Source: an optimization exercise on an open RTL-to-GDS flow (aim: small area). Production flows keep margins and buffers that such runs may drop. At most, simulation tests tie the RTL to the original design; equivalence was not proved. No activity file was given, so power comes from the tool's default toggle rates.

==> inputs of 03-23 <==
==> flow/design.v <==
`default_nettype none
package pmp_pkg;
  typedef enum logic [1:0] {
    CSR_RW = 2'd0,
    CSR_RS = 2'd1,
    CSR_RC = 2'd2
  } csr_op_t;
  typedef enum logic [1:0] {
    OFF   = 2'd0,
    TOR   = 2'd1,
    NA4   = 2'd2,
    NAPOT = 2'd3
  } pmp_mode_t;
  typedef struct packed {
    logic      lock;
    logic [1:0] rsvd;
    pmp_mode_t mode;
    logic      x;
    logic      w;
    logic      r;
  } pmp_cfg_t;
  typedef logic [32-1:0] pmpcfg_word_t;
endpackage
`default_nettype wire
`timescale 1ns/1ps
`default_nettype none
module pmp_unit (
  input  logic                   clk,
  input  logic                   rst_n,
  input  logic                   csr_req,
  input  logic [12-1:0] csr_addr,
  input  pmp_pkg::csr_op_t       csr_op,
  input  logic [32-1:0]       csr_wdata,
  output logic                   csr_ack,
  output logic [32-1:0]       csr_rdata,
  output logic                   csr_invalid,
  input  logic                   lookup_valid,
  input  logic [34-1:0]   lookup_addr,
  output logic                   result_valid,
  output logic                   result_match,
  output logic [3-1:0]  result_index,
  output logic [2:0]             result_perm
);
  logic [31:0]     mscratch_q;
  logic [63:0]     cfg_q;           
  logic [255:0]    addr_q;          
  logic            ms_v;
  logic [1:0]      cfg_v;
  logic [7:0]      addr_v;
  logic [1:0] op;
  assign op = csr_op;
  logic start, op_ok, hi_ok, is_misa, is_ms, is_cfg, is_addr, bad;
  logic [1:0] sel_cfg;
  logic [7:0] sel_addr;
  assign start   = csr_req & ~csr_ack;
  assign op_ok   = ~(op[1] & op[0]);
  assign hi_ok   = (csr_addr[11:8] == 4'h3);
  assign is_misa = hi_ok & (csr_addr[7:0] == 8'h01);
  assign is_ms   = hi_ok & (csr_addr[7:0] == 8'h40);
  assign is_cfg  = hi_ok & (csr_addr[7:1] == 7'b1010_000);
  assign is_addr = hi_ok & (csr_addr[7:3] == 5'b1011_0);
  assign bad     = ~op_ok | ~(is_misa | is_ms | is_cfg | is_addr);
  always_comb begin
    for (int j = 0; j < 2; j++) sel_cfg[j] = is_cfg & (csr_addr[0] == j[0]);
    for (int i = 0; i < 8; i++) sel_addr[i] = is_addr & (csr_addr[2:0] == i[2:0]);
  end
  logic [31:0] old_val, new_val;
  always_comb begin
    old_val = {32{is_misa & op_ok}} & 32'h4014_1100;
    old_val = old_val | ({32{is_ms & ms_v & op_ok}} & mscratch_q);
    for (int j = 0; j < 2; j++)
      old_val = old_val | ({32{sel_cfg[j] & cfg_v[j] & op_ok}} & cfg_q[32*j +: 32]);
    for (int i = 0; i < 8; i++)
      old_val = old_val | ({32{sel_addr[i] & addr_v[i] & op_ok}} & addr_q[32*i +: 32]);
  end
  logic [31:0] keep, set;
  assign keep = op[1] ? ~csr_wdata : {32{op[0]}};
  assign set  = op[1] ? 32'h0 : csr_wdata;
  assign new_val = (old_val & keep) | set;
  logic wr;
  assign wr = start & op_ok;
  always_ff @(posedge clk) begin
    if (wr & is_ms) mscratch_q <= new_val;
    for (int j = 0; j < 2; j++)
      if (wr & sel_cfg[j]) cfg_q[32*j +: 32] <= new_val;
    for (int i = 0; i < 8; i++)
      if (wr & sel_addr[i]) addr_q[32*i +: 32] <= new_val;
  end
  always_ff @(posedge clk or negedge rst_n) begin
    if (!rst_n) begin
      ms_v   <= 1'b0;
      cfg_v  <= '0;
      addr_v <= '0;
    end else begin
      if (wr & is_ms) ms_v <= 1'b1;
      for (int j = 0; j < 2; j++)
        if (wr & sel_cfg[j]) cfg_v[j] <= 1'b1;
      for (int i = 0; i < 8; i++)
        if (wr & sel_addr[i]) addr_v[i] <= 1'b1;
    end
  end
  always_ff @(posedge clk or negedge rst_n) begin
    if (!rst_n) csr_ack <= 1'b0;
    else        csr_ack <= csr_req;
  end
  always_ff @(posedge clk) begin
    if (!csr_ack) begin
      csr_rdata   <= old_val;
      csr_invalid <= bad;
    end
  end
  logic [31:0] w;
  assign w = lookup_addr[33:2];
  logic z1, z0;
  assign z1 = ~|w[31:1];
  assign z0 = z1 & ~w[0];
  logic [7:0] lt, eqm, hit;
  logic [23:0] perm;
  for (genvar i = 0; i < 8; i++) begin : g_ent
    logic [31:0] a;
    logic [7:0]  c;
    logic        cv, napot;
    assign a     = addr_q[32*i +: 32];
    assign c     = cfg_q[8*i +: 8];
    assign cv    = cfg_v[i/4];
    assign napot = c[4] & c[3];
    assign perm[3*i +: 3] = c[2:0];
    logic [31:0] g0, e0;
    logic [15:0] g1, e1;
    logic [7:0]  g2, e2;
    logic [3:0]  g3, e3;
    logic [1:0]  g4, e4;
    logic        g5;
    assign g0 = a & ~w;
    assign e0 = ~(a ^ w);
    for (genvar k = 0; k < 16; k++) begin : l1
      assign g1[k] = g0[2*k+1] | (e0[2*k+1] & g0[2*k]);
      assign e1[k] = e0[2*k+1] & e0[2*k];
    end
    for (genvar k = 0; k < 8; k++) begin : l2
      assign g2[k] = g1[2*k+1] | (e1[2*k+1] & g1[2*k]);
      assign e2[k] = e1[2*k+1] & e1[2*k];
    end
    for (genvar k = 0; k < 4; k++) begin : l3
      assign g3[k] = g2[2*k+1] | (e2[2*k+1] & g2[2*k]);
      assign e3[k] = e2[2*k+1] & e2[2*k];
    end
    for (genvar k = 0; k < 2; k++) begin : l4
      assign g4[k] = g3[2*k+1] | (e3[2*k+1] & g3[2*k]);
      assign e4[k] = e3[2*k+1] & e3[2*k];
    end
    assign g5 = g4[1] | (e4[1] & g4[0]);
    assign lt[i] = addr_v[i] & g5;
    logic [15:0] ap1, f1;
    logic [7:0]  ap2, f2;
    logic [3:0]  ap3, f3;
    logic [1:0]  ap4, f4;
    logic        f5;
    for (genvar k = 0; k < 16; k++) begin : n1
      assign ap1[k] = a[2*k] & a[2*k+1];
      assign f1[k]  = e0[2*k+1] | a[2*k];
    end
    for (genvar k = 0; k < 8; k++) begin : n2
      assign ap2[k] = ap1[2*k] & ap1[2*k+1];
      assign f2[k]  = f1[2*k] & (e1[2*k+1] | (ap1[2*k] & f1[2*k+1]));
    end
    for (genvar k = 0; k < 4; k++) begin : n3
      assign ap3[k] = ap2[2*k] & ap2[2*k+1];
      assign f3[k]  = f2[2*k] & (e2[2*k+1] | (ap2[2*k] & f2[2*k+1]));
    end
    for (genvar k = 0; k < 2; k++) begin : n4
      assign ap4[k] = ap3[2*k] & ap3[2*k+1];
      assign f4[k]  = f3[2*k] & (e3[2*k+1] | (ap3[2*k] & f3[2*k+1]));
    end
    assign f5 = f4[0] & (e4[1] | (ap4[0] & f4[1]));
    assign eqm[i] = addr_v[i] ? (napot ? f5 : (e4[1] & e4[0])) : (c[3] ? z1 : z0);
    logic tor;
    if (i == 0) begin : g_t0
      assign tor = lt[0];
    end else begin : g_tn
      assign tor = lt[i] & ~lt[i-1];
    end
    always_comb begin
      case (c[4:3])
        2'd1:    hit[i] = cv & tor;
        2'd2,
        2'd3:    hit[i] = cv & eqm[i];
        default: hit[i] = 1'b0;
      endcase
    end
  end
  logic [3:0] h1;
  logic [3:0] i1;
  logic [11:0] p1;
  logic [1:0] h2;
  logic [3:0] i2;
  logic [5:0] p2;
  logic       any_hit;
  logic [2:0] hit_idx;
  logic [2:0] hit_perm;
  always_comb begin
    for (int k = 0; k < 4; k++) begin
      h1[k] = hit[2*k] | hit[2*k+1];
      i1[k] = ~hit[2*k] & hit[2*k+1];
      p1[3*k +: 3] = hit[2*k] ? perm[6*k +: 3] : (hit[2*k+1] ? perm[6*k+3 +: 3] : 3'b0);
    end
    for (int k = 0; k < 2; k++) begin
      h2[k] = h1[2*k] | h1[2*k+1];
      i2[2*k +: 2] = h1[2*k] ? {1'b0, i1[2*k]} : {h1[2*k+1], i1[2*k+1]};
      p2[3*k +: 3] = h1[2*k] ? p1[6*k +: 3] : p1[6*k+3 +: 3];
    end
    any_hit  = h2[0] | h2[1];
    hit_idx  = h2[0] ? {1'b0, i2[1:0]} : {h2[1], i2[3:2]};
    hit_perm = h2[0] ? p2[2:0] : p2[5:3];
  end
  logic       s1_valid, s1_match;
  logic [2:0] s1_idx, s1_perm;
  always_ff @(posedge clk or negedge rst_n) begin
    if (!rst_n) begin
      s1_valid     <= 1'b0;
      result_valid <= 1'b0;
    end else begin
      s1_valid     <= lookup_valid;
      result_valid <= s1_valid;
    end
  end
  always_ff @(posedge clk) begin
    s1_match     <= any_hit;
    s1_idx       <= hit_idx;
    s1_perm      <= hit_perm;
    result_match <= s1_match;
    result_index <= s1_idx;
    result_perm  <= s1_perm;
  end
endmodule
`default_nettype wire
==> flow/flow/run.sh <==
#!/bin/bash
# The standard layout with these changes:
#  - synthesis maps logic with an area-oriented ABC script (flow/area.abc) instead of
#    ORFS's speed script; everything else in synthesis is the standard flow's own script
#  - ports are buffered with buf_2 rather than the default buffer cell
#  - CTS inserts no dummy loads
set -euo pipefail
here=$(pwd)
export BUFFER_PORTS_ARGS="-buffer_cell sky130_fd_sc_hd__buf_2"
export CTS_ARGS="-sink_clustering_enable -repair_clock_nets -dont_use_dummy_load -buf_list sky130_fd_sc_hd__clkbuf_8 -sink_clustering_size 20"
export AREA_ABC_SCRIPT="$here/flow/area.abc"
# The standard flow's synthesis script with abc's script swapped
{ echo "proc abc {args} { set i [lsearch -exact \$args -script]; if {\$i >= 0} { lset args [expr {\$i + 1}] \$::env(AREA_ABC_SCRIPT) }; yosys abc {*}\$args }"; cat synth_recipe.tcl; } > synth_area.tcl
sed "s#SYNTH_SCRIPT=[^ ]*#SYNTH_SCRIPT=$here/synth_area.tcl#" standard.sh > standard_area.sh
grep -q "SYNTH_SCRIPT=$here/synth_area.tcl" standard_area.sh
bash standard_area.sh > make_finish.log 2>&1
==> flow/flow/area.abc <==
&get -n
&st
&dch
&nf
&st
&syn2
&if -g -K 6
&synch2
&nf
&st
&syn2
&if -g -K 6
&synch2
&nf
&st
&dch -f
&nf -R 30
&put
buffer -c
topo
stime -c
dnsize -c
==> flow/standard.sh <==
#!/bin/bash
# synth_recipe.tcl (not shown) runs the flow's synth.tcl, then flattens the netlist and writes it again
# the make line also repeats each setting of config.mk as NAME=value (left out here)
make -C /OpenROAD-flow-scripts/flow DESIGN_CONFIG=/design/flow/config.mk WORK_HOME=/design/flow/orfs CLKGATE_MAP_FILE= SYNTH_SCRIPT=/design/flow/synth_recipe.tcl "${@:-finish}"
==> flow/config.mk <==
export PLATFORM = sky130hd
export DESIGN_NAME = pmp_unit
export DESIGN_NICKNAME = pmp_unit
export VERILOG_FILES = /design/flow/design.v
export SDC_FILE = /design/flow/constraint.sdc
export NUM_CORES = 4
export LEC_CHECK = 0
export CAP_MARGIN = 20
export CORE_MARGIN = 2
export CORE_UTILIZATION = 50
export GPL_TIMING_DRIVEN = 0
export SETUP_SLACK_MARGIN = 0.25
export SLEW_MARGIN = 20
==> flow/constraint.sdc <==
create_clock -name core_clock -period 4.0 [get_ports {clk}]
set_input_delay 0.8000 -clock core_clock [delete_from_list [all_inputs] [get_ports {clk}]]
set_output_delay 0.8000 -clock core_clock [all_outputs]
set_load 0.01 [all_outputs]
==> 02-11 (differences from 03-23) <==
--- a/flow/design.v
+++ b/flow/design.v
@@ -153,25 +153,10 @@
     assign lt[i] = addr_v[i] & g5;
-    logic [15:0] ap1, f1;
-    logic [7:0]  ap2, f2;
-    logic [3:0]  ap3, f3;
-    logic [1:0]  ap4, f4;
-    logic        f5;
-    for (genvar k = 0; k < 16; k++) begin : n1
-      assign ap1[k] = a[2*k] & a[2*k+1];
-      assign f1[k]  = e0[2*k+1] | a[2*k];
-    end
-    for (genvar k = 0; k < 8; k++) begin : n2
-      assign ap2[k] = ap1[2*k] & ap1[2*k+1];
-      assign f2[k]  = f1[2*k] & (e1[2*k+1] | (ap1[2*k] & f1[2*k+1]));
-    end
-    for (genvar k = 0; k < 4; k++) begin : n3
-      assign ap3[k] = ap2[2*k] & ap2[2*k+1];
-      assign f3[k]  = f2[2*k] & (e2[2*k+1] | (ap2[2*k] & f2[2*k+1]));
-    end
-    for (genvar k = 0; k < 2; k++) begin : n4
-      assign ap4[k] = ap3[2*k] & ap3[2*k+1];
-      assign f4[k]  = f3[2*k] & (e3[2*k+1] | (ap3[2*k] & f3[2*k+1]));
-    end
-    assign f5 = f4[0] & (e4[1] | (ap4[0] & f4[1]));
-    assign eqm[i] = addr_v[i] ? (napot ? f5 : (e4[1] & e4[0])) : (c[3] ? z1 : z0);
+    logic [16:0] bp;
+    logic [15:0] tm;
+    assign bp[0] = napot;
+    for (genvar k = 0; k < 16; k++) begin : pf
+      assign bp[k+1] = bp[k] & a[2*k] & a[2*k+1];
+      assign tm[k] = e1[k] | (bp[k] & (e0[2*k+1] | a[2*k]));
+    end
+    assign eqm[i] = addr_v[i] ? &tm : (c[3] ? z1 : z0);
     logic tor;
@@ -191,8 +176,2 @@
   end
-  logic [3:0] h1;
-  logic [3:0] i1;
-  logic [11:0] p1;
-  logic [1:0] h2;
-  logic [3:0] i2;
-  logic [5:0] p2;
   logic       any_hit;
@@ -201,15 +180,12 @@
   always_comb begin
-    for (int k = 0; k < 4; k++) begin
-      h1[k] = hit[2*k] | hit[2*k+1];
-      i1[k] = ~hit[2*k] & hit[2*k+1];
-      p1[3*k +: 3] = hit[2*k] ? perm[6*k +: 3] : (hit[2*k+1] ? perm[6*k+3 +: 3] : 3'b0);
-    end
-    for (int k = 0; k < 2; k++) begin
-      h2[k] = h1[2*k] | h1[2*k+1];
-      i2[2*k +: 2] = h1[2*k] ? {1'b0, i1[2*k]} : {h1[2*k+1], i1[2*k+1]};
-      p2[3*k +: 3] = h1[2*k] ? p1[6*k +: 3] : p1[6*k+3 +: 3];
-    end
-    any_hit  = h2[0] | h2[1];
-    hit_idx  = h2[0] ? {1'b0, i2[1:0]} : {h2[1], i2[3:2]};
-    hit_perm = h2[0] ? p2[2:0] : p2[5:3];
+    any_hit  = 1'b0;
+    hit_idx  = '0;
+    hit_perm = '0;
+    for (int i = 7; i >= 0; i--) begin
+      if (hit[i]) begin
+        any_hit  = 1'b1;
+        hit_idx  = i[2:0];
+        hit_perm = perm[3*i +: 3];
+      end
+    end
   end
--- a/flow/flow/run.sh
+++ b/flow/flow/run.sh
@@ -9,3 +9,3 @@
 export BUFFER_PORTS_ARGS="-buffer_cell sky130_fd_sc_hd__buf_2"
-export CTS_ARGS="-sink_clustering_enable -repair_clock_nets -dont_use_dummy_load -buf_list sky130_fd_sc_hd__clkbuf_8 -sink_clustering_size 20"
+export CTS_ARGS="-sink_clustering_enable -repair_clock_nets -dont_use_dummy_load"
 export AREA_ABC_SCRIPT="$here/flow/area.abc"
--- a/flow/flow/area.abc
+++ b/flow/flow/area.abc
@@ -18,5 +18,3 @@
 &put
-buffer -c
 topo
 stime -c
-dnsize -c
- SETUP_SLACK_MARGIN: 0.25 -> 0.1
==> comparison table <==
| quantity | 02-11 | 03-23 |
|---|---|---|
| Switching Power | 2.14 mW | 2.18 mW |
| Final setup violating endpoints | 3 | 0 |
| Portion of synthesized cell area occupied by the leading cell type | 0.504 | 0.506 |
| Global-route wire length before repair | 153 mm | 143 mm |
| Non-clock buffer total of the final layout | 200 | 282 |
| Final cell utilization of the core | 0.607 | 0.607 |
| Outcome | complete, but fails checks | no timing/DRC/antenna violations |
| Violated checks | setup timing | - |
| Post-Route WL | 113 mm | 104 mm |
| Mux share of post-synthesis cell area | 0.00142 | 0.00230 |
| Post-DR wirelength/cell | 40.5 µm | 36.7 µm |
| Overall power | 9.04 mW | 8.81 mW |
| Chip Width | 218 µm | 218 µm |
| Power per cell area | 329 nW/µm² | 321 nW/µm² |
| Startpoint-to-endpoint class of the critical path | reg -> reg | in -> reg |
| Critical Path Source | addr_q[140] | lookup_addr[21] |
| Clock-pin slew reported for the worst setup and hold paths after clock tree synthesis | 0.05 ns | 0.06 ns |
| Clock group share of total power | 0.391 | 0.373 |
For 02-11, only the layout was checked, not whether the RTL still works.

what the ideal ports hide:
In the flow no input, the clock included, has a driving cell. The finished layouts below were timed again as built, in two steps. Step 1: set_driving_cell puts a clkbuf_16 on clk and a buf_2 on each other input, an assumption about the parent block. Step 2 moves the port delays by t, midway between the first and last clock arrival at a register: inputs arrive t later, outputs are due t later. That takes back most of the time a late clock gives input paths. Three values: ideal, step 1, step 2; two values: the first two.
run	shift t [ns]	setup WS [ns]	slew at the worst register clock pin (ns)	pins driven straight from the clock port
03-23	0.704	0.097 / 0.126 / -0.578	0.07 / 0.07	1
02-11	0.641	-0.092 / -0.092 / -0.621	0.07 / 0.07	1
Met with ideal ports but missed after step 2: setup timing in 03-23. For 03-23, which loses most, drivers alone change the setup slack by +0.029 ns; drivers and shift together by -0.675 ns.
